What follows belongs to an exercise in optimizing a design on an open flow for small area; a production flow would make more cautious choices. Function was checked by simulation only, so behaviour that the tests miss may differ from the original. The clock port is modelled as an ideal driver; clocking choices that lean on that would not hold on a real chip. Power figures rest on the tool's default switching activity, not on a simulated workload.

==> inputs of job 1328 <==
==> flow/design.v (excerpt) <==
module regfile_scb
#(
   parameter int               WIDTH       = regfile_pkg::DEF_WIDTH,
   parameter int               ADDR_W      = regfile_pkg::DEF_ADDR_W,
   parameter logic [WIDTH-1:0] RESET_VALUE = '0,
   parameter bit               ZERO_REG    = 1'b1
) (
   input  logic              CLK,
   input  logic              RESET,
   input  logic              WR_EN,
   input  logic [ADDR_W-1:0] WR_ADDR,
   input  logic [WIDTH-1:0]  WR_DATA,
   input  logic              RD_EN,
   input  logic [ADDR_W-1:0] RD_ADDR1,
   input  logic [ADDR_W-1:0] RD_ADDR2,
   output logic [WIDTH-1:0]  RD_DATA1,
   output logic [WIDTH-1:0]  RD_DATA2,
   output logic              RD_VALID,
   input  logic              RSV_EN,
   input  logic [ADDR_W-1:0] RSV_ADDR,
   output logic              BUSY1,
   output logic              BUSY2
);
   localparam int DEPTH = 2**ADDR_W;
   logic [WIDTH-1:0]       word_q [DEPTH];
   logic [DEPTH-1:0]       valid;
   logic [DEPTH-1:0]       busy;
   logic [DEPTH-1:0]       wr_hit;
   logic [DEPTH-1:0]       rsv_hit;
   logic [DEPTH-1:0]       sel1;
   logic [DEPTH-1:0]       sel2;
   logic [DEPTH*WIDTH-1:0] mux_d1;
   logic [DEPTH*WIDTH-1:0] mux_d2;
   logic [WIDTH-1:0]       rd_next1;
   logic [WIDTH-1:0]       rd_next2;
   always_comb begin
      for (int i = 0; i < DEPTH; i++) begin
         wr_hit[i]  = (i != 0) && WR_EN  && (WR_ADDR  == ADDR_W'(i));
         rsv_hit[i] = (i != 0) && RSV_EN && (RSV_ADDR == ADDR_W'(i));
      end
   end
   for (genvar i = 0; i < DEPTH; i++) begin : g_word
      if (i == 0) begin : g_zero
         assign word_q[i] = '0;
      end else begin : g_reg
         regfile_word #(
            .WIDTH (WIDTH)
         ) u_word (
            .clk  (CLK),
            .load (wr_hit[i]),
            .d    (WR_DATA),
            .q    (word_q[i])
         );
      end
   end
   always_ff @(negedge CLK or negedge RESET) begin
      if (!RESET) begin
         valid <= '0;
         busy  <= '0;
      end else begin
         valid <= valid | wr_hit;
         busy  <= rsv_hit | (busy & ~wr_hit);
      end
   end
   always_comb begin
      BUSY1 = busy[RD_ADDR1];
      BUSY2 = busy[RD_ADDR2];
   end
   always_comb begin
      sel1 = '0;
      sel2 = '0;
      sel1[0] = !RD_EN;
  ...
clock: 15.0 ns
lec_check: 0
cap_margin: 10
core_margin: 2
core_utilization: 50
place_density: 0.6
slew_margin: 10
standard.sh (not shown) runs the stock make flow with config.mk's settings and CLKGATE_MAP_FILE= SYNTH_SCRIPT=/design/flow/synth_recipe.tcl, a recipe that flattens the netlist after the stock synthesis.
==> flow/flow/run.sh <==
#!/bin/bash
# Layout flow: the standard flow (standard.sh) with
#  - synthesis: the standard script, with the read multiplexer module kept
#    apart, ABC in area mode, and the multiplexer swapped for a gate-level
#    AND-OR version (generated by gen_rdmux.py) before flattening;
#  - port buffers: buf_1;
#  - CTS: one tree per clock net (see pre_cts.tcl), large sink clusters,
#    no dummy loads;
#  - antenna repair with a ratio margin (pre_route.tcl).
set -euo pipefail
W=$PWD
python3 flow/gen_rdmux.py $W/rdmux_gates.v > gen_rdmux.log 2>&1
rm -rf $W/synth_scripts
cp -r $FLOW_HOME/scripts $W/synth_scripts
cp flow/abc_area_nf.script $W/synth_scripts/abc_speed.script
bash standard.sh SCRIPTS_DIR=$W/synth_scripts SYNTH_SCRIPT=$W/flow/my_synth.tcl \
  SYNTH_KEEP_MODULES=regfile_rdmux RDMUX_GATES=$W/rdmux_gates.v synth > synth.log 2>&1
bash standard.sh "BUFFER_PORTS_ARGS=-buffer_cell sky130_fd_sc_hd__buf_1" PRE_CTS_TCL=$W/flow/pre_cts.tcl \
  PRE_GLOBAL_ROUTE_TCL=$W/flow/pre_route.tcl PRE_DETAIL_ROUTE_TCL=$W/flow/pre_route.tcl MAX_REPAIR_ANTENNAS_ITER_DRT=10 \
  "CTS_ARGS=$(cat flow/cts_args.txt)" finish > layout.log 2>&1
==> flow/flow/pre_route.tcl <==
# Antenna repair with a ratio margin, so that the repairs made on the global
# routes still hold once the detailed router has laid the wires.
if {[llength [info commands orig_repair_antennas]] == 0} {
  rename repair_antennas orig_repair_antennas
  proc repair_antennas {args} {
    if {[lsearch -exact $args -ratio_margin] < 0} {
      lappend args -ratio_margin 30
    }
    return [orig_repair_antennas {*}$args]
  }
}
Other scripts of this flow, unchanged in this note and not shown: flow/flow/abc_area_nf.script, flow/flow/cts_args.txt, flow/flow/gen_rdmux.py, flow/flow/my_synth.tcl, flow/flow/pre_cts.tcl
==> job 9784: changes against job 1328 <==
--- a/flow/flow/run.sh
+++ b/flow/flow/run.sh
@@ -6,6 +6,5 @@
 #  - port buffers: buf_1;
 #  - CTS: one tree per clock net (see pre_cts.tcl), large sink clusters,
-#    no dummy loads;
-#  - antenna repair with a ratio margin (pre_route.tcl).
+#    no dummy loads.
 set -euo pipefail
 W=$PWD
@@ -17,4 +16,3 @@
   SYNTH_KEEP_MODULES=regfile_rdmux RDMUX_GATES=$W/rdmux_gates.v synth > synth.log 2>&1
 bash standard.sh "BUFFER_PORTS_ARGS=-buffer_cell sky130_fd_sc_hd__buf_1" PRE_CTS_TCL=$W/flow/pre_cts.tcl \
-  PRE_GLOBAL_ROUTE_TCL=$W/flow/pre_route.tcl PRE_DETAIL_ROUTE_TCL=$W/flow/pre_route.tcl MAX_REPAIR_ANTENNAS_ITER_DRT=10 \
   "CTS_ARGS=$(cat flow/cts_args.txt)" finish > layout.log 2>&1
Settings changed: CORE_UTILIZATION 50 to 52, PLACE_DENSITY 0.6 to 0.62.
removed: flow/flow/pre_route.tcl
==> notes <==
- Job 1328 finished clean. Job 9784 ran to the end with violations: antenna rules.
- Between job 9784 and job 1328, the lower sequential share of layout area is in job 1328 (gap 0.060 points).
- Against job 9784, the non-clock buffer count of job 1328 is lower by 6.
- In clock power, job 9784 and job 1328 hardly differ.
- Between job 1328 and job 9784, the lower global-route usage is in job 1328 (gap 1.7 points).
- Of job 9784 and job 1328, job 1328 has the higher setup slack (gap 0.047 ns).
- In clock-buffer cell count, job 1328 and job 9784 do not differ.
- Combinational power is about the same in job 1328 and job 9784.
==> figures <==
Int Pwr: job 9784 4.385 mW; job 1328 4.385 mW
Transition time of the tightest slew-check pin: job 9784 1.358 ns; job 1328 1.307 ns
Count of routing violations after the opening detailed-route iteration: job 9784 8462; job 1328 8714
GR Util met1: job 9784 50.27%; job 1328 47.57%
Buffer share of cell area: job 9784 3.050%; job 1328 2.946%
Worst hold margin: job 9784 0.4177 ns; job 1328 0.4193 ns
Number of iterations in the first detailed-routing pass: job 9784 13; job 1328 14
Routed vias: job 9784 32570; job 1328 32240
Fraction of final layout cells with drive strength greater than 1: job 9784 11.05%; job 1328 10.75%
Post-Layout Cell Count: job 9784 3853; job 1328 3923
Status: job 9784 finished with violations; job 1328 no timing/DRC/antenna violations
Layout check failures: job 9784 antenna rules; job 1328 -
Sequential portion of the cell area: job 9784 68.09%; job 1328 68.04%
Met2 usage in global routing: job 9784 55.12%; job 1328 54.14%
FF-to-FF End: job 9784 RD_DATA1[14]; job 1328 RD_DATA2[8]
Final Total Pwr: job 9784 5.794 mW; job 1328 5.780 mW
